What follows belongs to an exercise in optimizing a design on an open flow for small area; a production flow would make more cautious choices.
In this exercise RTL edits were held to simulation tests only and were not proved equivalent to the original.
No activity file was given, so power comes from the tool's default toggle rates.

`design/flow/config.mk`:
```
export PLATFORM = sky130hd
export DESIGN_NAME = midi_synth_top
export DESIGN_NICKNAME = midi_synth_top
export VERILOG_FILES = /design/flow/design.v
export SDC_FILE = /design/flow/constraint.sdc
export NUM_CORES = 4
export LEC_CHECK = 0
export ABC_AREA = 1
export CAP_MARGIN = 20
export CORE_MARGIN = 2
export CORE_UTILIZATION = 65
export CTS_BUF_LIST = sky130_fd_sc_hd__clkbuf_4
export CTS_CLUSTER_SIZE = 20
export SLEW_MARGIN = 20
```
`design/flow/constraint.sdc`:
```
create_clock -name core_clock -period 12.0 [get_ports {clk}]
set_input_delay 2.4000 -clock core_clock [delete_from_list [all_inputs] [get_ports {clk}]]
set_output_delay 2.4000 -clock core_clock [all_outputs]
set_load 0.01 [all_outputs]
```
`design/flow/design.v`:
```
package midi_synth_pkg;
    localparam logic [1:0] ENV_OFF     = 2'd0;
    localparam logic [1:0] ENV_ATTACK  = 2'd1;
    localparam logic [1:0] ENV_HOLD    = 2'd2;
    localparam logic [1:0] ENV_RELEASE = 2'd3;
    localparam logic [6:0] NOTE_MIN = 7'd29;
    localparam logic [6:0] NOTE_MAX = 7'd91;
    localparam logic [7:0] SUS_MIN = 8'd64;
    localparam logic [7:0] MIN_GAIN = 8'd0;
    localparam logic [7:0] MAX_GAIN = 8'd128;
    localparam logic [6:0] SUSTAIN_CC = 7'd64;
endpackage
import midi_synth_pkg::*;
module midi_byte_parser (
    input  logic       clk,
    input  logic       reset,
    input  logic [7:0] midi_byte,
    input  logic       midi_valid,
    output logic       note_event,    
    output logic [5:0] ev_idx,        
    output logic       ev_on,         
    output logic       pedal          
);
    logic [1:0] st;
    logic [1:0] st_new;
    logic       have_first;
    logic [6:0] first_byte;
    logic       data_byte;
    logic       pair_done;
    logic [6:0] idx7;
    logic       playable;
    logic       pedal_ev1, pedal_ev2, pedal_val;
    assign data_byte = midi_valid && !midi_byte[7] && (st != 2'd0);
    assign pair_done = data_byte && have_first;
    always_comb begin
        case (midi_byte)
            8'h80:   st_new = 2'd1;
            8'h90:   st_new = 2'd2;
            8'hB0:   st_new = 2'd3;
            default: st_new = 2'd0;
        endcase
    end
    always_comb begin
        logic c;
        c = 1'b0;
        for (int i = 0; i < 7; i++) begin
            idx7[i] = first_byte[i] ^ 1'(7'd100 >> i) ^ c;
            c = (first_byte[i] & 1'(7'd100 >> i)) | (c & (first_byte[i] ^ 1'(7'd100 >> i)));
        end
    end
    assign playable = !idx7[6] && (idx7[5:0] != 6'd0);
    always_ff @(posedge clk) begin
        if (reset) begin
            st         <= 2'd0;
            have_first <= 1'b0;
            note_event <= 1'b0;
            pedal_ev1  <= 1'b0;
            pedal_ev2  <= 1'b0;
            pedal      <= 1'b0;
        end else begin
            note_event <= pair_done && (st != 2'd3) && playable;
            pedal_ev1  <= pair_done && (st == 2'd3) && (first_byte == SUSTAIN_CC);
            pedal_ev2  <= pedal_ev1;
            if (pedal_ev2) pedal <= pedal_val;
            if (midi_valid && midi_byte[7] && (midi_byte[6:3] != 4'hF)) begin
                st         <= st_new;
                have_first <= 1'b0;
            end else if (data_byte) begin
                have_first <= !have_first;
            end
        end
    end
    always_ff @(posedge clk) begin
        if (data_byte && !have_first) first_byte <= midi_byte[6:0];
        if (pair_done) begin
            ev_idx    <= idx7[5:0];
            ev_on     <= (st == 2'd2) && (midi_byte[6:0] != 7'd0);
            pedal_val <= midi_byte[6];
        end
    end
endmodule
module voice_allocator #(
    parameter int NUM_VOICES = 4
) (
    input  logic                       clk,
    input  logic                       reset,
    input  logic                       note_event,
    input  logic [5:0]                 ev_idx,
    input  logic                       ev_on,
    input  logic [NUM_VOICES-1:0]      voice_on,
    input  logic [NUM_VOICES-1:0][5:0] voice_note,
    output logic [NUM_VOICES-1:0]      update_voice
);
    logic [NUM_VOICES-1:0] target;
    logic                  found;
    always_comb begin
        target = '0;
        found  = 1'b0;
        for (int v = 0; v < NUM_VOICES; v++) begin
            if (!found && !voice_on[v] && !update_voice[v]) begin
                target[v] = ev_on;
                found     = 1'b1;
            end
        end
        for (int v = 0; v < NUM_VOICES; v++) begin
            if (!ev_on && voice_on[v] && (voice_note[v] == ev_idx)) target[v] = 1'b1;
        end
        if (!note_event) target = '0;
    end
    always_ff @(posedge clk) begin
        if (reset) update_voice <= '0;
        else       update_voice <= target;
    end
endmodule
import midi_synth_pkg::*;
module harmonic_dynamics #(
    parameter int ATTACK_TIME  = 75,
    parameter int SUSTAIN_TIME = 1400,
    parameter int REL_TIME     = 150
) (
    input  logic        clk,
    input  logic        reset,
    input  logic        key_down,        
    input  logic        key_up,          
    input  logic [5:0]  ev_idx,
    input  logic        generate_next,   
    input  logic        pedal,
    input  logic [15:0] sustain_n,       
    input  logic        zero_crossing,   
    output logic        voice_on,
    output logic [5:0]  note,
    output logic [7:0]  gain
);
    logic [1:0]  state;
    logic [15:0] count;
    logic [15:0] count_inc;
    logic        reach_sus;
    logic        due;
    logic        step;
    logic        up;
    logic [7:0]  gain_step;
    function automatic logic ge_const(input logic [15:0] x, input logic [15:0] k);
        logic g;
        g = 1'b1;
        for (int i = 0; i < 16; i++) g = k[i] ? (x[i] & g) : (x[i] | g);
        ge_const = g;
    endfunction
    assign voice_on = (state != ENV_OFF);
    always_comb begin
        logic c, g;
        c = 1'b1;
        g = 1'b1;
        for (int i = 0; i < 16; i++) begin
            count_inc[i] = count[i] ^ c;
            c = count[i] & c;
            g = (count[i] & sustain_n[i]) | (g & (count[i] | sustain_n[i]));
        end
        reach_sus = g;
    end
    always_comb begin
        case (state)
            ENV_ATTACK:  due = ge_const(count, 16'(ATTACK_TIME));
            ENV_HOLD:    due = reach_sus;
            default:     due = pedal ? reach_sus : ge_const(count, 16'(REL_TIME));
        endcase
    end
    assign step = !generate_next && due && zero_crossing;
    assign up = (state == ENV_ATTACK);
    always_comb begin
        logic t;
        t = 1'b1;
        for (int i = 0; i < 8; i++) begin
            gain_step[i] = gain[i] ^ t;
            t = t & (gain[i] ~^ up);
        end
    end
    always_ff @(posedge clk) begin
        if (reset) begin
            state <= ENV_OFF;
            gain  <= MIN_GAIN;
        end else begin
            case (state)
                ENV_OFF: begin
                    if (key_down) state <= ENV_ATTACK;
                end
                ENV_ATTACK: begin
                    if (step) begin
                        if (gain == MAX_GAIN) state <= ENV_HOLD;
                        else                  gain  <= gain_step;
                    end
                end
                ENV_HOLD: begin
                    if (key_up) state <= ENV_RELEASE;
                    else if (step && gain != MIN_GAIN) gain <= gain_step;
                end
                default: begin
                    if (gain == MIN_GAIN) state <= ENV_OFF;
                    else if (step)        gain  <= gain_step;
                end
            endcase
        end
    end
    always_ff @(posedge clk) begin
        if (state == ENV_OFF || (state == ENV_HOLD && key_up)) begin
            count <= '0;
        end else if (generate_next) begin
            count <= count_inc;
        end else if (step) begin
            count <= '0;
        end
        if (state == ENV_OFF) note <= key_down ? ev_idx : 6'd0;
    end
endmodule
import midi_synth_pkg::*;
module voice_oscillator #(
    parameter int NUM_VOICES = 4
) (
    input  logic                       clk,
    input  logic                       started,      
    input  logic                       tick,         
    input  logic                       wpass,        
    input  logic [1:0]                 slot,         
    input  logic [NUM_VOICES-1:0][5:0] voice_note,
    output logic [15:0]                head_phase,   
    output logic [NUM_VOICES-1:0]      zero_crossing
);
    function automatic [19:0] note_inc(input logic [5:0] idx);
        case (idx)
            6'd1: note_inc = 20'd15257;
            6'd2: note_inc = 20'd16164;
            6'd3: note_inc = 20'd17125;
            6'd4: note_inc = 20'd18143;
            6'd5: note_inc = 20'd19222;
            6'd6: note_inc = 20'd20365;
            6'd7: note_inc = 20'd21576;
            6'd8: note_inc = 20'd22859;
            6'd9: note_inc = 20'd24218;
            6'd10: note_inc = 20'd25658;
            6'd11: note_inc = 20'd27184;
            6'd12: note_inc = 20'd28800;
            6'd13: note_inc = 20'd30514;
            6'd14: note_inc = 20'd32328;
            6'd15: note_inc = 20'd34250;
            6'd16: note_inc = 20'd36286;
            6'd17: note_inc = 20'd38444;
            6'd18: note_inc = 20'd40730;
            6'd19: note_inc = 20'd43152;
            6'd20: note_inc = 20'd45718;
            6'd21: note_inc = 20'd48436;
            6'd22: note_inc = 20'd51316;
            6'd23: note_inc = 20'd54368;
            6'd24: note_inc = 20'd57600;
            6'd25: note_inc = 20'd61028;
            6'd26: note_inc = 20'd64656;
            6'd27: note_inc = 20'd68500;
            6'd28: note_inc = 20'd72572;
            6'd29: note_inc = 20'd76888;
            6'd30: note_inc = 20'd81460;
            6'd31: note_inc = 20'd86304;
            6'd32: note_inc = 20'd91436;
            6'd33: note_inc = 20'd96872;
            6'd34: note_inc = 20'd102632;
            6'd35: note_inc = 20'd108736;
            6'd36: note_inc = 20'd115200;
            6'd37: note_inc = 20'd122056;
            6'd38: note_inc = 20'd129312;
            6'd39: note_inc = 20'd137000;
            6'd40: note_inc = 20'd145144;
            6'd41: note_inc = 20'd153776;
            6'd42: note_inc = 20'd162920;
            6'd43: note_inc = 20'd172608;
            6'd44: note_inc = 20'd182872;
            6'd45: note_inc = 20'd193744;
            6'd46: note_inc = 20'd205264;
            6'd47: note_inc = 20'd217472;
            6'd48: note_inc = 20'd230400;
            6'd49: note_inc = 20'd244112;
            6'd50: note_inc = 20'd258624;
            6'd51: note_inc = 20'd274000;
            6'd52: note_inc = 20'd290288;
            6'd53: note_inc = 20'd307552;
            6'd54: note_inc = 20'd325840;
            6'd55: note_inc = 20'd345216;
            6'd56: note_inc = 20'd365744;
            6'd57: note_inc = 20'd387488;
            6'd58: note_inc = 20'd410528;
            6'd59: note_inc = 20'd434944;
            6'd60: note_inc = 20'd460800;
            6'd61: note_inc = 20'd488224;
            6'd62: note_inc = 20'd517248;
            6'd63: note_inc = 20'd548000;
            default: note_inc = 20'd0;
        endcase
    endfunction
    logic [3:0][23:0] ring;
    logic [5:0]       n1, n2, n3;     
    logic [5:0]       note;
    logic [19:0]      inc;
    logic [23:0]      sum;
    logic             carry_next;
    logic [NUM_VOICES-1:0] zc_next;
    always_ff @(posedge clk) begin
        n3 <= voice_note[3];
        n2 <= tick ? voice_note[2] : n3;
        n1 <= tick ? voice_note[1] : n2;
    end
    assign note = (slot == 2'd0) ? voice_note[0] : n1;
    assign inc  = wpass ? note_inc(note) : 20'd0;
    always_comb begin
        logic c, k;
        c = 1'b0;
        k = 1'b0;
        for (int i = 0; i < 24; i++) begin
            if (i < 20) begin
                sum[i] = ring[0][i] ^ inc[i] ^ c;
                c = (ring[0][i] & inc[i]) | (c & (ring[0][i] ^ inc[i]));
                k = (sum[i] & inc[i]) | (k & (sum[i] ^ inc[i]));
            end else begin
                sum[i] = ring[0][i] ^ c;
                c = ring[0][i] & c;
                if (i < 23) k = k & sum[i];
            end
        end
        carry_next = k;
    end
    always_ff @(posedge clk) begin
        ring[2:0] <= ring[3:1];
        if (!started || (wpass && note == 6'd0)) ring[3] <= '0;
        else                                     ring[3] <= sum;
    end
    for (genvar v = 0; v < NUM_VOICES; v++) begin : g_zc
        always_ff @(posedge clk) begin
            if (!started) zc_next[v] <= 1'b0;
            else if (wpass && slot == 2'(v)) zc_next[v] <= (note != 6'd0) && carry_next;
            if (tick) zero_crossing[v] <= zc_next[v];
        end
    end
    assign head_phase = ring[0][23:8];
endmodule
module voice_mixer #(
    parameter int NUM_VOICES    = 4,
    parameter int SAMPLE_DIVIDE = 1024
) (
    input  logic                        clk,
    input  logic                        reset,
    input  logic [15:0]                 head_phase,
    input  logic [NUM_VOICES-1:0][7:0]  voice_gain,
    output logic                        started,
    output logic                        tick,
    output logic                        wpass,
    output logic [1:0]                  slot,
    output logic signed [15:0]          mix_sample,
    output logic                        mix_valid
);
    localparam int DIV_W = $clog2(SAMPLE_DIVIDE);
    logic [DIV_W-1:0] div_count;
    logic [DIV_W-1:0] div_inc;
    logic [7:0]       ga, gb;        
    logic [7:0]       g;
    logic [17:0]      acc;
    logic [17:0]      a;
    logic [17:0]      nxt;
    always_comb begin
        logic c;
        c = 1'b1;
        for (int i = 0; i < DIV_W; i++) begin
            div_inc[i] = div_count[i] ^ c;
            c = div_count[i] & c;
        end
    end
    always_ff @(posedge clk) begin
        if (reset) begin
            div_count <= '0;
            started   <= 1'b0;
        end else begin
            if (div_count == DIV_W'(SAMPLE_DIVIDE - 1)) begin
                div_count <= '0;
                started   <= 1'b1;
            end else begin
                div_count <= div_inc;
            end
        end
    end
    assign tick  = started && (div_count == '0);
    assign wpass = started && (div_count[DIV_W-1:2] == '0);
    assign slot  = div_count[1:0];
    always_ff @(posedge clk) begin
        gb <= voice_gain[3];
        ga <= (slot == 2'd1) ? voice_gain[2] : gb;
    end
    assign g = (slot == 2'd0) ? voice_gain[0] : (slot == 2'd1) ? voice_gain[1] : ga;
    assign a = (slot == 2'd0) ? 18'd1024 : acc;
    mixer_mac mac_i (.u(head_phase), .g, .a, .nxt);
    always_ff @(posedge clk) begin
        if (slot == 2'd3 && nxt[17] && !(nxt[16] && nxt[15]))      acc <= 18'h38000;
        else if (slot == 2'd3 && !nxt[17] && (nxt[16] || nxt[15])) acc <= 18'h07fff;
        else                                                        acc <= nxt;
    end
    always_ff @(posedge clk) begin
        if (reset) mix_valid <= 1'b0;
        else       mix_valid <= wpass && (slot == 2'd3);
    end
    assign mix_sample = acc[15:0];
endmodule
module mixer_mac (
    input  logic [15:0] u,
    input  logic [7:0]  g,
    input  logic [17:0] a,
    output logic [17:0] nxt
);
    logic mac_1;
    logic mac_2;
    assign mac_1 = (u[6] & g[0]) ^ (u[5] & g[1]);
    assign mac_2 = (u[6] & g[0]) & (u[5] & g[1]);
    logic mac_3;
    logic mac_4;
    assign mac_3 = (u[7] & g[0]) ^ (u[6] & g[1]) ^ (u[5] & g[2]);
    assign mac_4 = ((u[7] & g[0]) & (u[6] & g[1])) | ((u[7] & g[0]) & (u[5] & g[2])) | ((u[6] & g[1]) & (u[5] & g[2]));
    logic mac_5;
    logic mac_6;
    assign mac_5 = (u[4] & g[3]) ^ (u[3] & g[4]);
    assign mac_6 = (u[4] & g[3]) & (u[3] & g[4]);
    logic mac_7;
    logic mac_8;
    assign mac_7 = (u[8] & g[0]) ^ (u[7] & g[1]) ^ (u[6] & g[2]);
    assign mac_8 = ((u[8] & g[0]) & (u[7] & g[1])) | ((u[8] & g[0]) & (u[6] & g[2])) | ((u[7] & g[1]) & (u[6] & g[2]));
    logic mac_9;
    logic mac_10;
    assign mac_9 = (u[5] & g[3]) ^ (u[4] & g[4]) ^ (u[3] & g[5]);
    assign mac_10 = ((u[5] & g[3]) & (u[4] & g[4])) | ((u[5] & g[3]) & (u[3] & g[5])) | ((u[4] & g[4]) & (u[3] & g[5]));
    logic mac_11;
    logic mac_12;
    assign mac_11 = (u[9] & g[0]) ^ (u[8] & g[1]) ^ (u[7] & g[2]);
    assign mac_12 = ((u[9] & g[0]) & (u[8] & g[1])) | ((u[9] & g[0]) & (u[7] & g[2])) | ((u[8] & g[1]) & (u[7] & g[2]));
    logic mac_13;
    logic mac_14;
    assign mac_13 = (u[6] & g[3]) ^ (u[5] & g[4]) ^ (u[4] & g[5]);
    assign mac_14 = ((u[6] & g[3]) & (u[5] & g[4])) | ((u[6] & g[3]) & (u[4] & g[5])) | ((u[5] & g[4]) & (u[4] & g[5]));
    logic mac_15;
    logic mac_16;
    assign mac_15 = (u[10] & g[0]) ^ (u[9] & g[1]) ^ (u[8] & g[2]);
    assign mac_16 = ((u[10] & g[0]) & (u[9] & g[1])) | ((u[10] & g[0]) & (u[8] & g[2])) | ((u[9] & g[1]) & (u[8] & g[2]));
    logic mac_17;
    logic mac_18;
    assign mac_17 = (u[7] & g[3]) ^ (u[6] & g[4]) ^ (u[5] & g[5]);
    assign mac_18 = ((u[7] & g[3]) & (u[6] & g[4])) | ((u[7] & g[3]) & (u[5] & g[5])) | ((u[6] & g[4]) & (u[5] & g[5]));
    logic mac_19;
    logic mac_20;
    assign mac_19 = (u[11] & g[0]) ^ (u[10] & g[1]) ^ (u[9] & g[2]);
    assign mac_20 = ((u[11] & g[0]) & (u[10] & g[1])) | ((u[11] & g[0]) & (u[9] & g[2])) | ((u[10] & g[1]) & (u[9] & g[2]));
    logic mac_21;
    logic mac_22;
    assign mac_21 = (u[8] & g[3]) ^ (u[7] & g[4]) ^ (u[6] & g[5]);
    assign mac_22 = ((u[8] & g[3]) & (u[7] & g[4])) | ((u[8] & g[3]) & (u[6] & g[5])) | ((u[7] & g[4]) & (u[6] & g[5]));
    logic mac_23;
    logic mac_24;
    assign mac_23 = (u[12] & g[0]) ^ (u[11] & g[1]) ^ (u[10] & g[2]);
    assign mac_24 = ((u[12] & g[0]) & (u[11] & g[1])) | ((u[12] & g[0]) & (u[10] & g[2])) | ((u[11] & g[1]) & (u[10] & g[2]));
    logic mac_25;
    logic mac_26;
    assign mac_25 = (u[9] & g[3]) ^ (u[8] & g[4]) ^ (u[7] & g[5]);
    assign mac_26 = ((u[9] & g[3]) & (u[8] & g[4])) | ((u[9] & g[3]) & (u[7] & g[5])) | ((u[8] & g[4]) & (u[7] & g[5]));
    logic mac_27;
    logic mac_28;
    assign mac_27 = (u[13] & g[0]) ^ (u[12] & g[1]) ^ (u[11] & g[2]);
    assign mac_28 = ((u[13] & g[0]) & (u[12] & g[1])) | ((u[13] & g[0]) & (u[11] & g[2])) | ((u[12] & g[1]) & (u[11] & g[2]));
    logic mac_29;
    logic mac_30;
    assign mac_29 = (u[10] & g[3]) ^ (u[9] & g[4]) ^ (u[8] & g[5]);
    assign mac_30 = ((u[10] & g[3]) & (u[9] & g[4])) | ((u[10] & g[3]) & (u[8] & g[5])) | ((u[9] & g[4]) & (u[8] & g[5]));
    logic mac_31;
    logic mac_32;
    assign mac_31 = (u[14] & g[0]) ^ (u[13] & g[1]) ^ (u[12] & g[2]);
    assign mac_32 = ((u[14] & g[0]) & (u[13] & g[1])) | ((u[14] & g[0]) & (u[12] & g[2])) | ((u[13] & g[1]) & (u[12] & g[2]));
    logic mac_33;
    logic mac_34;
    assign mac_33 = (u[11] & g[3]) ^ (u[10] & g[4]) ^ (u[9] & g[5]);
    assign mac_34 = ((u[11] & g[3]) & (u[10] & g[4])) | ((u[11] & g[3]) & (u[9] & g[5])) | ((u[10] & g[4]) & (u[9] & g[5]));
    logic mac_35;
    logic mac_36;
    assign mac_35 = (u[15] & g[0]) ^ (u[14] & g[1]) ^ (u[13] & g[2]);
    assign mac_36 = ((u[15] & g[0]) & (u[14] & g[1])) | ((u[15] & g[0]) & (u[13] & g[2])) | ((u[14] & g[1]) & (u[13] & g[2]));
    logic mac_37;
    logic mac_38;
    assign mac_37 = (u[12] & g[3]) ^ (u[11] & g[4]) ^ (u[10] & g[5]);
    assign mac_38 = ((u[12] & g[3]) & (u[11] & g[4])) | ((u[12] & g[3]) & (u[10] & g[5])) | ((u[11] & g[4]) & (u[10] & g[5]));
    logic mac_39;
    logic mac_40;
    assign mac_39 = ((u[9] & g[6]) | (u[8] & g[7])) ^ a[8];
    assign mac_40 = ((u[9] & g[6]) | (u[8] & g[7])) & a[8];
    logic mac_41;
    logic mac_42;
    assign mac_41 = (u[15] & g[1]) ^ (u[14] & g[2]) ^ (u[13] & g[3]);
    assign mac_42 = ((u[15] & g[1]) & (u[14] & g[2])) | ((u[15] & g[1]) & (u[13] & g[3])) | ((u[14] & g[2]) & (u[13] & g[3]));
    logic mac_43;
    logic mac_44;
    assign mac_43 = (u[12] & g[4]) ^ (u[11] & g[5]) ^ ((u[10] & g[6]) | (u[9] & g[7]));
    assign mac_44 = ((u[12] & g[4]) & (u[11] & g[5])) | ((u[12] & g[4]) & ((u[10] & g[6]) | (u[9] & g[7]))) | ((u[11] & g[5]) & ((u[10] & g[6]) | (u[9] & g[7])));
    logic mac_45;
    logic mac_46;
    assign mac_45 = a[9] ^ (~g[1]);
    assign mac_46 = a[9] & (~g[1]);
    logic mac_47;
    logic mac_48;
    assign mac_47 = (u[15] & g[2]) ^ (u[14] & g[3]) ^ (u[13] & g[4]);
    assign mac_48 = ((u[15] & g[2]) & (u[14] & g[3])) | ((u[15] & g[2]) & (u[13] & g[4])) | ((u[14] & g[3]) & (u[13] & g[4]));
    logic mac_49;
    logic mac_50;
    assign mac_49 = (u[12] & g[5]) ^ ((u[11] & g[6]) | (u[10] & g[7])) ^ a[10];
    assign mac_50 = ((u[12] & g[5]) & ((u[11] & g[6]) | (u[10] & g[7]))) | ((u[12] & g[5]) & a[10]) | (((u[11] & g[6]) | (u[10] & g[7])) & a[10]);
    logic mac_51;
    logic mac_52;
    assign mac_51 = (u[15] & g[3]) ^ (u[14] & g[4]) ^ (u[13] & g[5]);
    assign mac_52 = ((u[15] & g[3]) & (u[14] & g[4])) | ((u[15] & g[3]) & (u[13] & g[5])) | ((u[14] & g[4]) & (u[13] & g[5]));
    logic mac_53;
    logic mac_54;
    assign mac_53 = (u[4] & g[0]) ^ (u[3] & g[1]);
    assign mac_54 = (u[4] & g[0]) & (u[3] & g[1]);
    logic mac_55;
    logic mac_56;
    assign mac_55 = (u[5] & g[0]) ^ (u[4] & g[1]) ^ (u[3] & g[2]);
    assign mac_56 = ((u[5] & g[0]) & (u[4] & g[1])) | ((u[5] & g[0]) & (u[3] & g[2])) | ((u[4] & g[1]) & (u[3] & g[2]));
    logic mac_57;
    logic mac_58;
    assign mac_57 = (u[2] & g[3]) ^ (u[1] & g[4]);
    assign mac_58 = (u[2] & g[3]) & (u[1] & g[4]);
    logic mac_59;
    logic mac_60;
    assign mac_59 = mac_1 ^ (u[4] & g[2]) ^ (u[3] & g[3]);
    assign mac_60 = (mac_1 & (u[4] & g[2])) | (mac_1 & (u[3] & g[3])) | ((u[4] & g[2]) & (u[3] & g[3]));
    logic mac_61;
    logic mac_62;
    assign mac_61 = (u[2] & g[4]) ^ (u[1] & g[5]) ^ ((u[0] & g[6]));
    assign mac_62 = ((u[2] & g[4]) & (u[1] & g[5])) | ((u[2] & g[4]) & ((u[0] & g[6]))) | ((u[1] & g[5]) & ((u[0] & g[6])));
    logic mac_63;
    logic mac_64;
    assign mac_63 = mac_2 ^ mac_3 ^ mac_5;
    assign mac_64 = (mac_2 & mac_3) | (mac_2 & mac_5) | (mac_3 & mac_5);
    logic mac_65;
    logic mac_66;
    assign mac_65 = (u[2] & g[5]) ^ ((u[1] & g[6]) | (u[0] & g[7])) ^ a[0];
    assign mac_66 = ((u[2] & g[5]) & ((u[1] & g[6]) | (u[0] & g[7]))) | ((u[2] & g[5]) & a[0]) | (((u[1] & g[6]) | (u[0] & g[7])) & a[0]);
    logic mac_67;
    logic mac_68;
    assign mac_67 = mac_4 ^ mac_6 ^ mac_7;
    assign mac_68 = (mac_4 & mac_6) | (mac_4 & mac_7) | (mac_6 & mac_7);
    logic mac_69;
    logic mac_70;
    assign mac_69 = mac_9 ^ ((u[2] & g[6]) | (u[1] & g[7])) ^ a[1];
    assign mac_70 = (mac_9 & ((u[2] & g[6]) | (u[1] & g[7]))) | (mac_9 & a[1]) | (((u[2] & g[6]) | (u[1] & g[7])) & a[1]);
    logic mac_71;
    logic mac_72;
    assign mac_71 = mac_8 ^ mac_10 ^ mac_11;
    assign mac_72 = (mac_8 & mac_10) | (mac_8 & mac_11) | (mac_10 & mac_11);
    logic mac_73;
    logic mac_74;
    assign mac_73 = mac_13 ^ ((u[3] & g[6]) | (u[2] & g[7])) ^ a[2];
    assign mac_74 = (mac_13 & ((u[3] & g[6]) | (u[2] & g[7]))) | (mac_13 & a[2]) | (((u[3] & g[6]) | (u[2] & g[7])) & a[2]);
    logic mac_75;
    logic mac_76;
    assign mac_75 = mac_12 ^ mac_14 ^ mac_15;
    assign mac_76 = (mac_12 & mac_14) | (mac_12 & mac_15) | (mac_14 & mac_15);
    logic mac_77;
    logic mac_78;
    assign mac_77 = mac_17 ^ ((u[4] & g[6]) | (u[3] & g[7])) ^ a[3];
    assign mac_78 = (mac_17 & ((u[4] & g[6]) | (u[3] & g[7]))) | (mac_17 & a[3]) | (((u[4] & g[6]) | (u[3] & g[7])) & a[3]);
    logic mac_79;
    logic mac_80;
    assign mac_79 = mac_16 ^ mac_18 ^ mac_19;
    assign mac_80 = (mac_16 & mac_18) | (mac_16 & mac_19) | (mac_18 & mac_19);
    logic mac_81;
    logic mac_82;
    assign mac_81 = mac_21 ^ ((u[5] & g[6]) | (u[4] & g[7])) ^ a[4];
    assign mac_82 = (mac_21 & ((u[5] & g[6]) | (u[4] & g[7]))) | (mac_21 & a[4]) | (((u[5] & g[6]) | (u[4] & g[7])) & a[4]);
    logic mac_83;
    logic mac_84;
    assign mac_83 = mac_20 ^ mac_22 ^ mac_23;
    assign mac_84 = (mac_20 & mac_22) | (mac_20 & mac_23) | (mac_22 & mac_23);
    logic mac_85;
    logic mac_86;
    assign mac_85 = mac_25 ^ ((u[6] & g[6]) | (u[5] & g[7])) ^ a[5];
    assign mac_86 = (mac_25 & ((u[6] & g[6]) | (u[5] & g[7]))) | (mac_25 & a[5]) | (((u[6] & g[6]) | (u[5] & g[7])) & a[5]);
    logic mac_87;
    logic mac_88;
    assign mac_87 = mac_24 ^ mac_26 ^ mac_27;
    assign mac_88 = (mac_24 & mac_26) | (mac_24 & mac_27) | (mac_26 & mac_27);
    logic mac_89;
    logic mac_90;
    assign mac_89 = mac_29 ^ ((u[7] & g[6]) | (u[6] & g[7])) ^ a[6];
    assign mac_90 = (mac_29 & ((u[7] & g[6]) | (u[6] & g[7]))) | (mac_29 & a[6]) | (((u[7] & g[6]) | (u[6] & g[7])) & a[6]);
    logic mac_91;
    logic mac_92;
    assign mac_91 = mac_28 ^ mac_30 ^ mac_31;
    assign mac_92 = (mac_28 & mac_30) | (mac_28 & mac_31) | (mac_30 & mac_31);
    logic mac_93;
    logic mac_94;
    assign mac_93 = mac_33 ^ ((u[8] & g[6]) | (u[7] & g[7])) ^ a[7];
    assign mac_94 = (mac_33 & ((u[8] & g[6]) | (u[7] & g[7]))) | (mac_33 & a[7]) | (((u[8] & g[6]) | (u[7] & g[7])) & a[7]);
    logic mac_95;
    logic mac_96;
    assign mac_95 = mac_32 ^ mac_34 ^ mac_35;
    assign mac_96 = (mac_32 & mac_34) | (mac_32 & mac_35) | (mac_34 & mac_35);
    logic mac_97;
    logic mac_98;
    assign mac_97 = mac_37 ^ mac_39 ^ (~g[0]);
    assign mac_98 = (mac_37 & mac_39) | (mac_37 & (~g[0])) | (mac_39 & (~g[0]));
    logic mac_99;
    logic mac_100;
    assign mac_99 = mac_36 ^ mac_38 ^ mac_40;
    assign mac_100 = (mac_36 & mac_38) | (mac_36 & mac_40) | (mac_38 & mac_40);
    logic mac_101;
    logic mac_102;
    assign mac_101 = mac_41 ^ mac_43 ^ mac_45;
    assign mac_102 = (mac_41 & mac_43) | (mac_41 & mac_45) | (mac_43 & mac_45);
    logic mac_103;
    logic mac_104;
    assign mac_103 = mac_42 ^ mac_44 ^ mac_46;
    assign mac_104 = (mac_42 & mac_44) | (mac_42 & mac_46) | (mac_44 & mac_46);
    logic mac_105;
    logic mac_106;
    assign mac_105 = mac_47 ^ mac_49 ^ (~g[2]);
    assign mac_106 = (mac_47 & mac_49) | (mac_47 & (~g[2])) | (mac_49 & (~g[2]));
    logic mac_107;
    logic mac_108;
    assign mac_107 = mac_48 ^ mac_50 ^ mac_51;
    assign mac_108 = (mac_48 & mac_50) | (mac_48 & mac_51) | (mac_50 & mac_51);
    logic mac_109;
    logic mac_110;
    assign mac_109 = ((u[12] & g[6]) | (u[11] & g[7])) ^ a[11] ^ (~g[3]);
    assign mac_110 = (((u[12] & g[6]) | (u[11] & g[7])) & a[11]) | (((u[12] & g[6]) | (u[11] & g[7])) & (~g[3])) | (a[11] & (~g[3]));
    logic mac_111;
    logic mac_112;
    assign mac_111 = mac_52 ^ (u[15] & g[4]) ^ (u[14] & g[5]);
    assign mac_112 = (mac_52 & (u[15] & g[4])) | (mac_52 & (u[14] & g[5])) | ((u[15] & g[4]) & (u[14] & g[5]));
    logic mac_113;
    logic mac_114;
    assign mac_113 = ((u[13] & g[6]) | (u[12] & g[7])) ^ a[12] ^ (~g[4]);
    assign mac_114 = (((u[13] & g[6]) | (u[12] & g[7])) & a[12]) | (((u[13] & g[6]) | (u[12] & g[7])) & (~g[4])) | (a[12] & (~g[4]));
    logic mac_115;
    logic mac_116;
    assign mac_115 = (u[15] & g[5]) ^ ((u[14] & g[6]) | (u[13] & g[7])) ^ a[13];
    assign mac_116 = ((u[15] & g[5]) & ((u[14] & g[6]) | (u[13] & g[7]))) | ((u[15] & g[5]) & a[13]) | (((u[14] & g[6]) | (u[13] & g[7])) & a[13]);
    logic mac_117;
    logic mac_118;
    assign mac_117 = (u[3] & g[0]) ^ (u[2] & g[1]);
    assign mac_118 = (u[3] & g[0]) & (u[2] & g[1]);
    logic mac_119;
    logic mac_120;
    assign mac_119 = mac_53 ^ (u[2] & g[2]) ^ (u[1] & g[3]);
    assign mac_120 = (mac_53 & (u[2] & g[2])) | (mac_53 & (u[1] & g[3])) | ((u[2] & g[2]) & (u[1] & g[3]));
    logic mac_121;
    logic mac_122;
    assign mac_121 = mac_54 ^ mac_55 ^ mac_57;
    assign mac_122 = (mac_54 & mac_55) | (mac_54 & mac_57) | (mac_55 & mac_57);
    logic mac_123;
    logic mac_124;
    assign mac_123 = mac_56 ^ mac_58 ^ mac_59;
    assign mac_124 = (mac_56 & mac_58) | (mac_56 & mac_59) | (mac_58 & mac_59);
    logic mac_125;
    logic mac_126;
    assign mac_125 = mac_60 ^ mac_62 ^ mac_63;
    assign mac_126 = (mac_60 & mac_62) | (mac_60 & mac_63) | (mac_62 & mac_63);
    logic mac_127;
    logic mac_128;
    assign mac_127 = mac_64 ^ mac_66 ^ mac_67;
    assign mac_128 = (mac_64 & mac_66) | (mac_64 & mac_67) | (mac_66 & mac_67);
    logic mac_129;
    logic mac_130;
    assign mac_129 = mac_68 ^ mac_70 ^ mac_71;
    assign mac_130 = (mac_68 & mac_70) | (mac_68 & mac_71) | (mac_70 & mac_71);
    logic mac_131;
    logic mac_132;
    assign mac_131 = mac_72 ^ mac_74 ^ mac_75;
    assign mac_132 = (mac_72 & mac_74) | (mac_72 & mac_75) | (mac_74 & mac_75);
    logic mac_133;
    logic mac_134;
    assign mac_133 = mac_76 ^ mac_78 ^ mac_79;
    assign mac_134 = (mac_76 & mac_78) | (mac_76 & mac_79) | (mac_78 & mac_79);
    logic mac_135;
    logic mac_136;
    assign mac_135 = mac_80 ^ mac_82 ^ mac_83;
    assign mac_136 = (mac_80 & mac_82) | (mac_80 & mac_83) | (mac_82 & mac_83);
    logic mac_137;
    logic mac_138;
    assign mac_137 = mac_84 ^ mac_86 ^ mac_87;
    assign mac_138 = (mac_84 & mac_86) | (mac_84 & mac_87) | (mac_86 & mac_87);
    logic mac_139;
    logic mac_140;
    assign mac_139 = mac_88 ^ mac_90 ^ mac_91;
    assign mac_140 = (mac_88 & mac_90) | (mac_88 & mac_91) | (mac_90 & mac_91);
    logic mac_141;
    logic mac_142;
    assign mac_141 = mac_92 ^ mac_94 ^ mac_95;
    assign mac_142 = (mac_92 & mac_94) | (mac_92 & mac_95) | (mac_94 & mac_95);
    logic mac_143;
    logic mac_144;
    assign mac_143 = mac_96 ^ mac_98 ^ mac_99;
    assign mac_144 = (mac_96 & mac_98) | (mac_96 & mac_99) | (mac_98 & mac_99);
    logic mac_145;
    logic mac_146;
    assign mac_145 = mac_100 ^ mac_102 ^ mac_103;
    assign mac_146 = (mac_100 & mac_102) | (mac_100 & mac_103) | (mac_102 & mac_103);
    logic mac_147;
    logic mac_148;
    assign mac_147 = mac_104 ^ mac_106 ^ mac_107;
    assign mac_148 = (mac_104 & mac_106) | (mac_104 & mac_107) | (mac_106 & mac_107);
    logic mac_149;
    logic mac_150;
    assign mac_149 = mac_108 ^ mac_110 ^ mac_111;
    assign mac_150 = (mac_108 & mac_110) | (mac_108 & mac_111) | (mac_110 & mac_111);
    logic mac_151;
    logic mac_152;
    assign mac_151 = mac_112 ^ mac_114 ^ mac_115;
    assign mac_152 = (mac_112 & mac_114) | (mac_112 & mac_115) | (mac_114 & mac_115);
    logic mac_153;
    logic mac_154;
    assign mac_153 = mac_116 ^ ((u[15] & g[6]) | (u[14] & g[7])) ^ a[14];
    assign mac_154 = (mac_116 & ((u[15] & g[6]) | (u[14] & g[7]))) | (mac_116 & a[14]) | (((u[15] & g[6]) | (u[14] & g[7])) & a[14]);
    logic mac_155;
    logic mac_156;
    assign mac_155 = ((u[15] & g[7])) ^ a[15];
    assign mac_156 = ((u[15] & g[7])) & a[15];
    logic mac_157;
    logic mac_158;
    assign mac_157 = (u[2] & g[0]) ^ (u[1] & g[1]);
    assign mac_158 = (u[2] & g[0]) & (u[1] & g[1]);
    logic mac_159;
    logic mac_160;
    assign mac_159 = mac_117 ^ (u[1] & g[2]) ^ (u[0] & g[3]);
    assign mac_160 = (mac_117 & (u[1] & g[2])) | (mac_117 & (u[0] & g[3])) | ((u[1] & g[2]) & (u[0] & g[3]));
    logic mac_161;
    logic mac_162;
    assign mac_161 = mac_118 ^ mac_119 ^ (u[0] & g[4]);
    assign mac_162 = (mac_118 & mac_119) | (mac_118 & (u[0] & g[4])) | (mac_119 & (u[0] & g[4]));
    logic mac_163;
    logic mac_164;
    assign mac_163 = mac_120 ^ mac_121 ^ (u[0] & g[5]);
    assign mac_164 = (mac_120 & mac_121) | (mac_120 & (u[0] & g[5])) | (mac_121 & (u[0] & g[5]));
    logic mac_165;
    logic mac_166;
    assign mac_165 = mac_122 ^ mac_123 ^ mac_61;
    assign mac_166 = (mac_122 & mac_123) | (mac_122 & mac_61) | (mac_123 & mac_61);
    logic mac_167;
    logic mac_168;
    assign mac_167 = mac_124 ^ mac_125 ^ mac_65;
    assign mac_168 = (mac_124 & mac_125) | (mac_124 & mac_65) | (mac_125 & mac_65);
    logic mac_169;
    logic mac_170;
    assign mac_169 = mac_126 ^ mac_127 ^ mac_69;
    assign mac_170 = (mac_126 & mac_127) | (mac_126 & mac_69) | (mac_127 & mac_69);
    logic mac_171;
    logic mac_172;
    assign mac_171 = mac_128 ^ mac_129 ^ mac_73;
    assign mac_172 = (mac_128 & mac_129) | (mac_128 & mac_73) | (mac_129 & mac_73);
    logic mac_173;
    logic mac_174;
    assign mac_173 = mac_130 ^ mac_131 ^ mac_77;
    assign mac_174 = (mac_130 & mac_131) | (mac_130 & mac_77) | (mac_131 & mac_77);
    logic mac_175;
    logic mac_176;
    assign mac_175 = mac_132 ^ mac_133 ^ mac_81;
    assign mac_176 = (mac_132 & mac_133) | (mac_132 & mac_81) | (mac_133 & mac_81);
    logic mac_177;
    logic mac_178;
    assign mac_177 = mac_134 ^ mac_135 ^ mac_85;
    assign mac_178 = (mac_134 & mac_135) | (mac_134 & mac_85) | (mac_135 & mac_85);
    logic mac_179;
    logic mac_180;
    assign mac_179 = mac_136 ^ mac_137 ^ mac_89;
    assign mac_180 = (mac_136 & mac_137) | (mac_136 & mac_89) | (mac_137 & mac_89);
    logic mac_181;
    logic mac_182;
    assign mac_181 = mac_138 ^ mac_139 ^ mac_93;
    assign mac_182 = (mac_138 & mac_139) | (mac_138 & mac_93) | (mac_139 & mac_93);
    logic mac_183;
    logic mac_184;
    assign mac_183 = mac_140 ^ mac_141 ^ mac_97;
    assign mac_184 = (mac_140 & mac_141) | (mac_140 & mac_97) | (mac_141 & mac_97);
    logic mac_185;
    logic mac_186;
    assign mac_185 = mac_142 ^ mac_143 ^ mac_101;
    assign mac_186 = (mac_142 & mac_143) | (mac_142 & mac_101) | (mac_143 & mac_101);
    logic mac_187;
    logic mac_188;
    assign mac_187 = mac_144 ^ mac_145 ^ mac_105;
    assign mac_188 = (mac_144 & mac_145) | (mac_144 & mac_105) | (mac_145 & mac_105);
    logic mac_189;
    logic mac_190;
    assign mac_189 = mac_146 ^ mac_147 ^ mac_109;
    assign mac_190 = (mac_146 & mac_147) | (mac_146 & mac_109) | (mac_147 & mac_109);
    logic mac_191;
    logic mac_192;
    assign mac_191 = mac_148 ^ mac_149 ^ mac_113;
    assign mac_192 = (mac_148 & mac_149) | (mac_148 & mac_113) | (mac_149 & mac_113);
    logic mac_193;
    logic mac_194;
    assign mac_193 = mac_150 ^ mac_151 ^ (~g[5]);
    assign mac_194 = (mac_150 & mac_151) | (mac_150 & (~g[5])) | (mac_151 & (~g[5]));
    logic mac_195;
    logic mac_196;
    assign mac_195 = mac_152 ^ mac_153 ^ (~g[6]);
    assign mac_196 = (mac_152 & mac_153) | (mac_152 & (~g[6])) | (mac_153 & (~g[6]));
    logic mac_197;
    logic mac_198;
    assign mac_197 = mac_154 ^ mac_155 ^ (~g[7]);
    assign mac_198 = (mac_154 & mac_155) | (mac_154 & (~g[7])) | (mac_155 & (~g[7]));
    logic mac_199;
    logic mac_200;
    assign mac_199 = mac_156 ^ a[16];
    assign mac_200 = mac_156 & a[16];
    logic mac_201;
    logic mac_202;
    assign mac_201 = (u[1] & g[0]) ^ (u[0] & g[1]);
    assign mac_202 = (u[1] & g[0]) & (u[0] & g[1]);
    logic mac_203;
    logic mac_204;
    assign mac_203 = mac_157 ^ (u[0] & g[2]) ^ mac_202;
    assign mac_204 = (mac_157 & (u[0] & g[2])) | (mac_157 & mac_202) | ((u[0] & g[2]) & mac_202);
    logic mac_205;
    logic mac_206;
    assign mac_205 = mac_158 ^ mac_159 ^ mac_204;
    assign mac_206 = (mac_158 & mac_159) | (mac_158 & mac_204) | (mac_159 & mac_204);
    logic mac_207;
    logic mac_208;
    assign mac_207 = mac_160 ^ mac_161 ^ mac_206;
    assign mac_208 = (mac_160 & mac_161) | (mac_160 & mac_206) | (mac_161 & mac_206);
    logic mac_209;
    logic mac_210;
    assign mac_209 = mac_162 ^ mac_163 ^ mac_208;
    assign mac_210 = (mac_162 & mac_163) | (mac_162 & mac_208) | (mac_163 & mac_208);
    logic mac_211;
    logic mac_212;
    assign mac_211 = mac_164 ^ mac_165 ^ mac_210;
    assign mac_212 = (mac_164 & mac_165) | (mac_164 & mac_210) | (mac_165 & mac_210);
    logic mac_213;
    logic mac_214;
    assign mac_213 = mac_166 ^ mac_167 ^ mac_212;
    assign mac_214 = (mac_166 & mac_167) | (mac_166 & mac_212) | (mac_167 & mac_212);
    logic mac_215;
    logic mac_216;
    assign mac_215 = mac_168 ^ mac_169 ^ mac_214;
    assign mac_216 = (mac_168 & mac_169) | (mac_168 & mac_214) | (mac_169 & mac_214);
    logic mac_217;
    logic mac_218;
    assign mac_217 = mac_170 ^ mac_171 ^ mac_216;
    assign mac_218 = (mac_170 & mac_171) | (mac_170 & mac_216) | (mac_171 & mac_216);
    logic mac_219;
    logic mac_220;
    assign mac_219 = mac_172 ^ mac_173 ^ mac_218;
    assign mac_220 = (mac_172 & mac_173) | (mac_172 & mac_218) | (mac_173 & mac_218);
    logic mac_221;
    logic mac_222;
    assign mac_221 = mac_174 ^ mac_175 ^ mac_220;
    assign mac_222 = (mac_174 & mac_175) | (mac_174 & mac_220) | (mac_175 & mac_220);
    logic mac_223;
    logic mac_224;
    assign mac_223 = mac_176 ^ mac_177 ^ mac_222;
    assign mac_224 = (mac_176 & mac_177) | (mac_176 & mac_222) | (mac_177 & mac_222);
    logic mac_225;
    logic mac_226;
    assign mac_225 = mac_178 ^ mac_179 ^ mac_224;
    assign mac_226 = (mac_178 & mac_179) | (mac_178 & mac_224) | (mac_179 & mac_224);
    logic mac_227;
    logic mac_228;
    assign mac_227 = mac_180 ^ mac_181 ^ mac_226;
    assign mac_228 = (mac_180 & mac_181) | (mac_180 & mac_226) | (mac_181 & mac_226);
    logic mac_229;
    logic mac_230;
    assign mac_229 = mac_182 ^ mac_183 ^ mac_228;
    assign mac_230 = (mac_182 & mac_183) | (mac_182 & mac_228) | (mac_183 & mac_228);
    logic mac_231;
    logic mac_232;
    assign mac_231 = mac_184 ^ mac_185 ^ mac_230;
    assign mac_232 = (mac_184 & mac_185) | (mac_184 & mac_230) | (mac_185 & mac_230);
    logic mac_233;
    logic mac_234;
    assign mac_233 = mac_186 ^ mac_187 ^ mac_232;
    assign mac_234 = (mac_186 & mac_187) | (mac_186 & mac_232) | (mac_187 & mac_232);
    logic mac_235;
    logic mac_236;
    assign mac_235 = mac_188 ^ mac_189 ^ mac_234;
    assign mac_236 = (mac_188 & mac_189) | (mac_188 & mac_234) | (mac_189 & mac_234);
    logic mac_237;
    logic mac_238;
    assign mac_237 = mac_190 ^ mac_191 ^ mac_236;
    assign mac_238 = (mac_190 & mac_191) | (mac_190 & mac_236) | (mac_191 & mac_236);
    logic mac_239;
    logic mac_240;
    assign mac_239 = mac_192 ^ mac_193 ^ mac_238;
    assign mac_240 = (mac_192 & mac_193) | (mac_192 & mac_238) | (mac_193 & mac_238);
    logic mac_241;
    logic mac_242;
    assign mac_241 = mac_194 ^ mac_195 ^ mac_240;
    assign mac_242 = (mac_194 & mac_195) | (mac_194 & mac_240) | (mac_195 & mac_240);
    logic mac_243;
    logic mac_244;
    assign mac_243 = mac_196 ^ mac_197 ^ mac_242;
    assign mac_244 = (mac_196 & mac_197) | (mac_196 & mac_242) | (mac_197 & mac_242);
    logic mac_245;
    logic mac_246;
    assign mac_245 = mac_198 ^ mac_199 ^ mac_244;
    assign mac_246 = (mac_198 & mac_199) | (mac_198 & mac_244) | (mac_199 & mac_244);
    logic mac_247;
    logic mac_248;
    assign mac_247 = mac_200 ^ a[17] ^ mac_246;
    assign mac_248 = (mac_200 & a[17]) | (mac_200 & mac_246) | (a[17] & mac_246);
    assign nxt = {mac_247, mac_245, mac_243, mac_241, mac_239, mac_237, mac_235, mac_233, mac_231, mac_229, mac_227, mac_225, mac_223, mac_221, mac_219, mac_217, mac_215, mac_213};
endmodule
import midi_synth_pkg::*;
module midi_synth_top #(
    parameter int NUM_VOICES    = 4,
    parameter int ATTACK_TIME   = 4,
    parameter int SUSTAIN_TIME  = 40,
    parameter int REL_TIME      = 8,
    parameter int SAMPLE_DIVIDE = 16
) (
    input  logic                        clk,
    input  logic                        reset,
    input  logic [7:0]                  midi_byte,
    input  logic                        midi_valid,
    input  logic [15:0]                 sustain_inc,
    output logic signed [15:0]          mix_sample,
    output logic                        mix_valid,
    output logic [NUM_VOICES-1:0]       voice_on,
    output logic [NUM_VOICES-1:0][7:0]  voice_gain
);
    logic                       note_event;
    logic [5:0]                 ev_idx;
    logic                       ev_on;
    logic                       pedal;
    logic [NUM_VOICES-1:0]      update_voice;
    logic [NUM_VOICES-1:0][5:0] voice_note;
    logic [NUM_VOICES-1:0]      zero_crossing;
    logic [15:0]                sustain_n;
    logic [15:0]                head_phase;
    logic                       started, tick, wpass;
    logic [1:0]                 slot;
    always_comb begin
        logic c;
        c = 1'b0;
        for (int i = 0; i < 16; i++) begin
            sustain_n[i] = ~(sustain_inc[i] ^ 1'(SUSTAIN_TIME >> i) ^ c);
            c = (sustain_inc[i] & 1'(SUSTAIN_TIME >> i)) | (c & (sustain_inc[i] ^ 1'(SUSTAIN_TIME >> i)));
        end
    end
    midi_byte_parser parser_i (
        .clk, .reset, .midi_byte, .midi_valid, .note_event, .ev_idx, .ev_on, .pedal
    );
    voice_allocator #(.NUM_VOICES(NUM_VOICES)) allocator_i (
        .clk, .reset, .note_event, .ev_idx, .ev_on, .voice_on, .voice_note, .update_voice
    );
    for (genvar v = 0; v < NUM_VOICES; v++) begin : g_voice
        harmonic_dynamics #(
            .ATTACK_TIME(ATTACK_TIME), .SUSTAIN_TIME(SUSTAIN_TIME), .REL_TIME(REL_TIME)
        ) envelope_i (
            .clk, .reset,
            .key_down(update_voice[v] && ev_on), .key_up(update_voice[v] && !ev_on),
            .ev_idx, .generate_next(tick), .pedal, .sustain_n,
            .zero_crossing(zero_crossing[v]),
            .voice_on(voice_on[v]), .note(voice_note[v]), .gain(voice_gain[v])
        );
    end
    voice_oscillator #(.NUM_VOICES(NUM_VOICES)) osc_i (
        .clk, .started, .tick, .wpass, .slot, .voice_note, .head_phase, .zero_crossing
    );
    voice_mixer #(.NUM_VOICES(NUM_VOICES), .SAMPLE_DIVIDE(SAMPLE_DIVIDE)) mixer_i (
        .clk, .reset, .head_phase, .voice_gain, .started, .tick, .wpass, .slot,
        .mix_sample, .mix_valid
    );
endmodule
```
`design/flow/run.sh`:
```
#!/bin/bash
# synth_recipe.tcl (not shown) runs the flow's synth.tcl, then flattens the netlist and writes it again
# the make line also repeats each setting of config.mk as NAME=value (left out here)
make -C /OpenROAD-flow-scripts/flow DESIGN_CONFIG=/design/flow/config.mk WORK_HOME=/design/flow/orfs CLKGATE_MAP_FILE= SYNTH_SCRIPT=/design/flow/synth_recipe.tcl finish
```
==> impl_metrics.env, run 1 <==
export IMPL_critical_path_required_ps=12590
export IMPL_drt_total_wl_um=49330
export IMPL_grtUsageMet2_pct=55.92
export IMPL_report_final_slew_viol_count=0
export IMPL_p_leak_nw=9.454
export IMPL_synth_flop_cell="dfxtp_1"
export IMPL_drt_iter0_drc=1307
export IMPL_synth_net_count=2654
export IMPL_cap_violations=0
export IMPL_nFillCells=2237
export IMPL_hp_class="reg -> reg"
export IMPL_layout_nets=2758
export IMPL_crit_slowest_cell="fa_1"
export IMPL_clock_latency_ps=750
export IMPL_portBuffers=79
export IMPL_final_common_cell="nand2_1"
export IMPL_htree_levels=3
export IMPL_worst_pin_slew_ps=1058
export IMPL_status="finished clean"
export IMPL_gp_congestion=0.9410
export IMPL_synth_edff_count=43
export IMPL_place_hpwl_um=37110
export IMPL_startpoint_type="flip-flop"
export IMPL_combPwrFrac_pct=30.8
export IMPL_critPathCaptureType="flip-flop"
export IMPL_netlist_top_cells_area="dfxtp_1, fa_1, nand2_1"
export IMPL_rows=63
export IMPL_grtUsageMet3_pct=5.254
export IMPL_cts_tree="done"
export IMPL_initial_core_util_pct=65.66
export IMPL_via_per_inst=5.664
export IMPL_grt_pass1_vias=16427
export IMPL_yosys_area_top_type_share_pct=28.31
export IMPL_finalCritPeriodShare_pct=95.82
export IMPL_vias=16550
export IMPL_switchingPower_mw=1.079
export IMPL_grt_usage_pct=32.27
export IMPL_avgSynthCellArea_um2=8.145
export IMPL_seqPwrFrac_pct=39.1
export IMPL_timing_hold_ws_ps=311.0
export IMPL_dieArea_mm2=0.03109
export IMPL_grtUsageMet1_pct=39.69
export IMPL_dp_worst_setup_slack_ps=260.2
export IMPL_drive_gt1_share_pct=8.100
export IMPL_async_reset_ff_share_pct=0
export IMPL_synth_distinct_cells=57
export IMPL_pwr_share_clk_pct=30.1
export IMPL_root_buffer="clkbuf_4"
export IMPL_coreArea_mm2=0.02940
export IMPL_dieWidth_um=176.3
export IMPL_numCtsBuffers=81
export IMPL_cts_max_path_buffers=3
export IMPL_syn_area_mm2=0.01930
export IMPL_synth_seq_cells=316
export IMPL_antenna_found_initial=1
export IMPL_firstDrtPassIters=6
export IMPL_skew_ps=68.81
export IMPL_ff_latch_area_mm2=0.006756
export IMPL_dpl_cell_count=2780
export IMPL_p_int_mw=1.892
export IMPL_ir_drop_mv=0.08901
export IMPL_drc_errors=0
export IMPL_ioPinCount=80
export IMPL_critPathKind="reg -> reg"
export IMPL_top_usage_layer="met2"
export IMPL_period_minus_slack_ps=11500
export IMPL_critPathArrivalTime_ps=12090
export IMPL_slowest_delay_ps=530
export IMPL_setup_viol=0
export IMPL_grt_max_degree=79
export IMPL_area_growth_pct=10.69
export IMPL_maxSlewHeadroom_pct=29.05
export IMPL_max_freq_mhz=86.97
export IMPL_dieHeight_um=176.3
export IMPL_synth_warnings=6
export IMPL_clock_sinks=316
export IMPL_cp_max_fo=28
export IMPL_powerDensity_mw_per_mm2=139.1
export IMPL_hold_buffers=0
export IMPL_clkTransAtPathRegs_ps=70
export IMPL_ant_nets=0
export IMPL_cp_common_cell="fa_1"
export IMPL_sw_frac_of_total_pct=36.31
export IMPL_finalPower_mw=2.971
export IMPL_setup_slack_ps=501.6
export IMPL_fin_util_pct=72.68
export IMPL_multiInputGateArea_mm2=0.01072
export IMPL_final_cell_mix="nand2_1, inv_1, dfxtp_1"
export IMPL_ys_seq_area_share_pct=35.00
export IMPL_final_cell_count_no_fill=2922
export IMPL_synth_cells=2370
export IMPL_grt_pass1_wl_um=80340
export IMPL_drt_wirelength_per_cell_um=16.88
export IMPL_yosysTopAreaCell="dfxtp_1"
export IMPL_globalRoute_totalOverflow=0
export IMPL_hold_viol_final=0
-- routing by layer --
metal  vias to the layer above  wire (um)
met2                       692      24300
li1                       7907          -
met1                      7798      19460
met3                       153       3519
met4                         0       2053
met5                         -          0
-- through the flow --
stage	cell area (um2)	TNS, ps
after floorplan	19300	0
after global placement	20350	0
after detailed placement	20350	0
after CTS	21330	0
after global routing	21370	-7.927
final	21370	0
-- power by group through the flow --
stage / Clock (mW) / Combinational, mW / Sequential [mW]
CTS: 0.911 / 0.901 / 1.16
global placement: 0 / 0.886 / 1.18
detailed placement: 0 / 0.898 / 1.19
global route: 0.964 / 1.01 / 1.17
finish: 0.894 / 0.915 / 1.16
floorplan: 0 / 0.656 / 1.17
-- sequential cells by signal, indices dropped and copies added (netlist names), 6 cells and up --
register / count
g_voice.envelope_i.state: 8
parser_i.ev_idx: 6
osc_i.ring: 96
g_voice.envelope_i.count: 64
mixer_i.acc: 18
osc_i.n2: 6
parser_i.first_byte: 7
g_voice.envelope_i.note: 24
osc_i.n3: 6
mixer_i.ga: 8
g_voice.envelope_i.gain: 32
mixer_i.gb: 8
osc_i.n1: 6
-- critical path: cells and delay by family (launching register included) --
| family | cells | cell delay [ps] |
|---|---|---|
| AO/OA/AOI/OAI | 4 | 850 |
| XOR/XNOR | 2 | 470 |
| buffers and inverters | 7 | 570 |
| adder cells (fa/ha/maj) | 22 | 8390 |
| flip-flops | 1 | 370 |
| AND/OR/NAND/NOR | 5 | 740 |
-- layout make-up --
| type | instances | share of cell area (%) |
|---|---|---|
| Antenna cell | 1 | 0.01171 |
| Tap cell | 390 | 2.284 |
| Sequential cell | 316 | 31.62 |
| Timing Repair Buffer | 102 | 4.526 |
| Multi-Input combinational cell | 1587 | 50.14 |
| Clock inverter | 27 | 0.6265 |
| Inverter | 386 | 6.821 |
| Clock buffer | 113 | 3.970 |
-- cells by family after synthesis --
kind of cell | count (synthesis) | share of synthesized area, %
flops | 316 | 35.00
xor+xnor | 60 | 2.722
compound gates | 369 | 11.14
simple gates | 900 | 19.92
mux | 1 | 0.05185
fa+ha+maj | 257 | 21.56
buf+inv | 467 | 9.612
-- path summary, 6_finish.rpt --
check / startpoint / endpoint / slack, ps / cells after the start
worst max-delay path: mixer_i.div_count[1] / mixer_i.acc[3] / 500 / 40
worst min-delay path: osc_i.ring[69] / osc_i.ring[45] / 310 / 0
worst max register to register: mixer_i.div_count[1] / mixer_i.acc[3] / 500 / 40
worst min register to register: osc_i.ring[69] / osc_i.ring[45] / 310 / 0
-- Yosys cell counts, drive strengths merged, types with 10 or more instances --
| library cell | instances |
|---|---|
| or2 | 16 |
| fa | 126 |
| o21ai | 105 |
| edfxtp | 43 |
| o211ai | 12 |
| nand3 | 106 |
| o22ai | 37 |
| ha | 131 |
| inv | 377 |
| nor4 | 22 |
| nand4 | 42 |
| xor2 | 36 |
| buf | 32 |
| nand2 | 472 |
| nor3 | 17 |
| o221ai | 10 |
| xnor2 | 24 |
| a21oi | 153 |
| nor2 | 219 |
| dfxtp | 273 |
| clkbuf | 49 |
-- what timing repair did --
action / 4_1_cts / 5_1_grt
buffers inserted: 0 / 1
setup endpoints to repair: 0 / 19
gates resized for setup: 0 / 11
==> run 2, diff against run 1 <==
==> design/flow/config.mk (replaced) <==
export PLATFORM = sky130hd
export DESIGN_NAME = midi_synth_top
export DESIGN_NICKNAME = midi_synth_top
export VERILOG_FILES = /design/flow/design.v
export SDC_FILE = /design/flow/constraint.sdc
export NUM_CORES = 4
export LEC_CHECK = 0
export CAP_MARGIN = 20
export CORE_MARGIN = 2
export CORE_UTILIZATION = 40
export SLEW_MARGIN = 20
==> impl_metrics.env, run 2 <==
export IMPL_reg2reg_from="mixer_i.div_count[1]"
export IMPL_ioPinCount=80
export IMPL_clock_latency_ps=550
export IMPL_drt_total_wl_um=51670
export IMPL_drc_errors=0
export IMPL_ir_drop_mv=0.09145
export IMPL_yosys_area_top_type_share_pct=28.08
export IMPL_synth_seq_cells=316
export IMPL_fin_util_pct=45.93
export IMPL_skew_ps=19.75
export IMPL_synth_distinct_cells=83
export IMPL_synth_flop_cell="dfxtp_1"
export IMPL_largest_register_ffs=96
export IMPL_switchingPower_mw=0.9069
export IMPL_final_common_cell="dfxtp_1"
export IMPL_cp_max_fo=11
export IMPL_dpl_cell_count=2782
export IMPL_cp_top_family="adder cells"
export IMPL_synth_cells=2182
export IMPL_report_final_slew_viol_count=0
export IMPL_final_cell_count_no_fill=2852
export IMPL_p_leak_nw=9.117
export IMPL_seqPwrFrac_pct=38.6
export IMPL_status="finished clean"
export IMPL_synth_most_common_cell="dfxtp_1"
export IMPL_avgSynthCellArea_um2=8.921
export IMPL_finalCritPeriodShare_pct=95.35
export IMPL_coreArea_mm2=0.04785
export IMPL_rows=80
export IMPL_globalRoute_totalOverflow=0
export IMPL_grt_max_degree=76
export IMPL_worst_pin_slew_ps=886.1
export IMPL_portBuffers=79
export IMPL_period_minus_slack_ps=11440
export IMPL_cts_max_path_buffers=3
export IMPL_crit_slowest_cell="fa_1"
export IMPL_place_hpwl_um=38890
export IMPL_top_register="osc_i.ring"
export IMPL_drt_wirelength_per_cell_um=18.12
export IMPL_synth_edff_count=43
export IMPL_grt_pass1_vias=14928
export IMPL_layout_nets=2492
export IMPL_grt_pass1_wl_um=82100
export IMPL_htree_levels=2
export IMPL_final_area_mm2=0.02197
export IMPL_largestRegisters="osc_i.ring: 96 flops, g_voice.envelope_i.count: 64 flops, g_voice.envelope_i.gain: 32 flops"
export IMPL_finalPower_mw=2.975
export IMPL_dieHeight_um=224.6
export IMPL_max_freq_mhz=87.39
export IMPL_reg2reg_slack_ps=560
export IMPL_critPathCaptureType="flip-flop"
export IMPL_initial_core_util_pct=40.69
export IMPL_ys_seq_area_share_pct=34.71
export IMPL_whs_endpoint="osc_i.ring[63]"
export IMPL_powerDensity_mw_per_mm2=135.4
export IMPL_vias=15304
export IMPL_hold_start="osc_i.ring[87]"
export IMPL_grt_usage_pct=20.54
export IMPL_clkTransAtPathRegs_ps=60
export IMPL_hold_buffers=0
export IMPL_dieWidth_um=224.6
export IMPL_cp_depth=38
export IMPL_reg2reg_depth=38
export IMPL_slowest_delay_ps=540
export IMPL_cp_common_cell="fa_1"
export IMPL_setup_tns_ps=0
export IMPL_netlist_top_cells_area="dfxtp_1, fa_1, ha_1"
export IMPL_firstDrtPassIters=7
export IMPL_dieArea_mm2=0.05045
export IMPL_critical_path_buf_inv_count=7
export IMPL_ant_nets=0
export IMPL_antenna_cells=0
export IMPL_drt_iter0_drc=1104
export IMPL_final_cell_mix="dfxtp_1, nand2_1, nor2_1"
export IMPL_synth_net_count=2466
export IMPL_clock_sinks=316
export IMPL_r2r_end="mixer_i.acc[9]"
export IMPL_numCtsBuffers=37
export IMPL_sw_frac_of_total_pct=30.49
export IMPL_pwr_share_clk_pct=37.2
export IMPL_p_int_mw=2.068
export IMPL_dp_worst_setup_slack_ps=229.0
export IMPL_maxSlewHeadroom_pct=40.92
export IMPL_timing_hold_ws_ps=320.6
export IMPL_antenna_found_initial=0
export IMPL_hp_class="reg -> reg"
export IMPL_critical_path_required_ps=12430
export IMPL_combPwrFrac_pct=24.2
export IMPL_via_per_inst=5.366
export IMPL_netlist_top_cells_count="dfxtp_1, nand2_1, nor2_1, inv_1, ha_1"
export IMPL_root_buffer="clkbuf_16"
export IMPL_area_growth_pct=12.89
export IMPL_placedInstanceArea_mm2=0.02072
export IMPL_syn_area_mm2=0.01947
export IMPL_cap_violations=0
export IMPL_cts_tree="done"
export IMPL_setup_viol=0
export IMPL_setup_slack_ps=557.4
export IMPL_hold_viol_final=0
export IMPL_yosysTopAreaCell="dfxtp_1"
export IMPL_critPathArrivalTime_ps=11870
export IMPL_critPathKind="reg -> reg"
export IMPL_synth_warnings=6
export IMPL_drive_gt1_share_pct=6.616
export IMPL_async_reset_ff_share_pct=0
export IMPL_hold_depth=0
export IMPL_startpoint_type="flip-flop"
export IMPL_gp_congestion=0.8649
## run 2: cell types whose count changed in the layout (fill, tap and decap cells not counted), sizes merged, moves of 25 or more
cell	previous run	this run
nand2	472	227
inv	382	214
clkbuf	113	62
a21oi	153	115
nand2b	0	38
nor3	17	48
nor2b	0	29
and3	0	28
nand3	106	81
## run 2: logic make-up after synthesis
group                      after synthesis  synth area share (%)
DFF                                    316                 34.71
xor gates and xnor gates                67                 3.053
and+or+nand+nor                        755                 18.00
buffers and inverters                  344                 7.141
AOI/OAI and AO/OA                      388                 12.73
muxes                                   38                 2.082
adders and majority gates              274                 22.28
## run 2: how the worst max path moves through the flow
stage	start	to	slack (ps)
floorplan	mixer_i.div_count[1]	mixer_i.acc[10]	720
global placement	mixer_i.div_count[1]	mixer_i.acc[14]	380
detailed placement	mixer_i.div_count[1]	mixer_i.acc[14]	230
CTS	mixer_i.div_count[1]	mixer_i.acc[14]	200
global route	mixer_i.div_count[1]	mixer_i.acc[9]	-2
finish	mixer_i.div_count[1]	mixer_i.acc[9]	560
## run 2: cell type report
| class | instances | area, um2 |
|---|---|---|
| Multi-Input combinational cell | 1522 | 11360 |
| Fill cell | 4646 | 25870 |
| Sequential cell | 316 | 6756 |
| Clock inverter | 7 | 40.04 |
| Clock buffer | 61 | 1169 |
| Timing Repair Buffer | 117 | 1075 |
| Tap cell | 615 | 769.5 |
| Inverter | 214 | 803.3 |
## run 2: per-layer routing
metal	global-route usage (%)	share of wire, %
met1	27.26	45
met2	34.72	48
met3	3.057	4.4
met4	6.067	2.0
met5	0	0
## run 2: power groups by stage
| stage | Clock (mW) | Sequential [mW] | Combinational (mW) |
|---|---|---|---|
| finish | 1.11 | 1.15 | 0.720 |
| detailed placement | 0 | 1.17 | 0.709 |
| CTS | 1.14 | 1.15 | 0.712 |
| global route | 1.18 | 1.15 | 0.802 |
| global placement | 0 | 1.17 | 0.707 |
| floorplan | 0 | 1.16 | 0.503 |
## run 2: timing repair
item	4_1_cts	5_1_grt
buffers inserted	0	1
gates resized for setup	0	8
endpoints found under the hold margin	0	0
setup endpoints to repair	0	19

-- separate check: timing with driven ports --
In the flow no input, the clock included, has a driving cell. The finished layouts below were timed again as built, in two steps. Step 1, drivers: a clkbuf_16 drives clk and a buf_2 each remaining input, both assumed. Step 2 times the ports against the registers' clock, not the clock port: input delays grow and output delays shrink by t, the midpoint of the rising clock arrivals with the driver on. a / b / c = ideal / step 1 / step 2; a / b = the first two.
run	t (ns)	setup slack, ns	worst setup path after step 2	worst data-port slew with drivers (ns)
run 1	0.767	0.502 / 0.502 / 0.502	register to register	0.03
run 2	0.599	0.557 / 0.557 / 0.557	register to register	0.03
After both steps setup and hold are still met in every run listed.
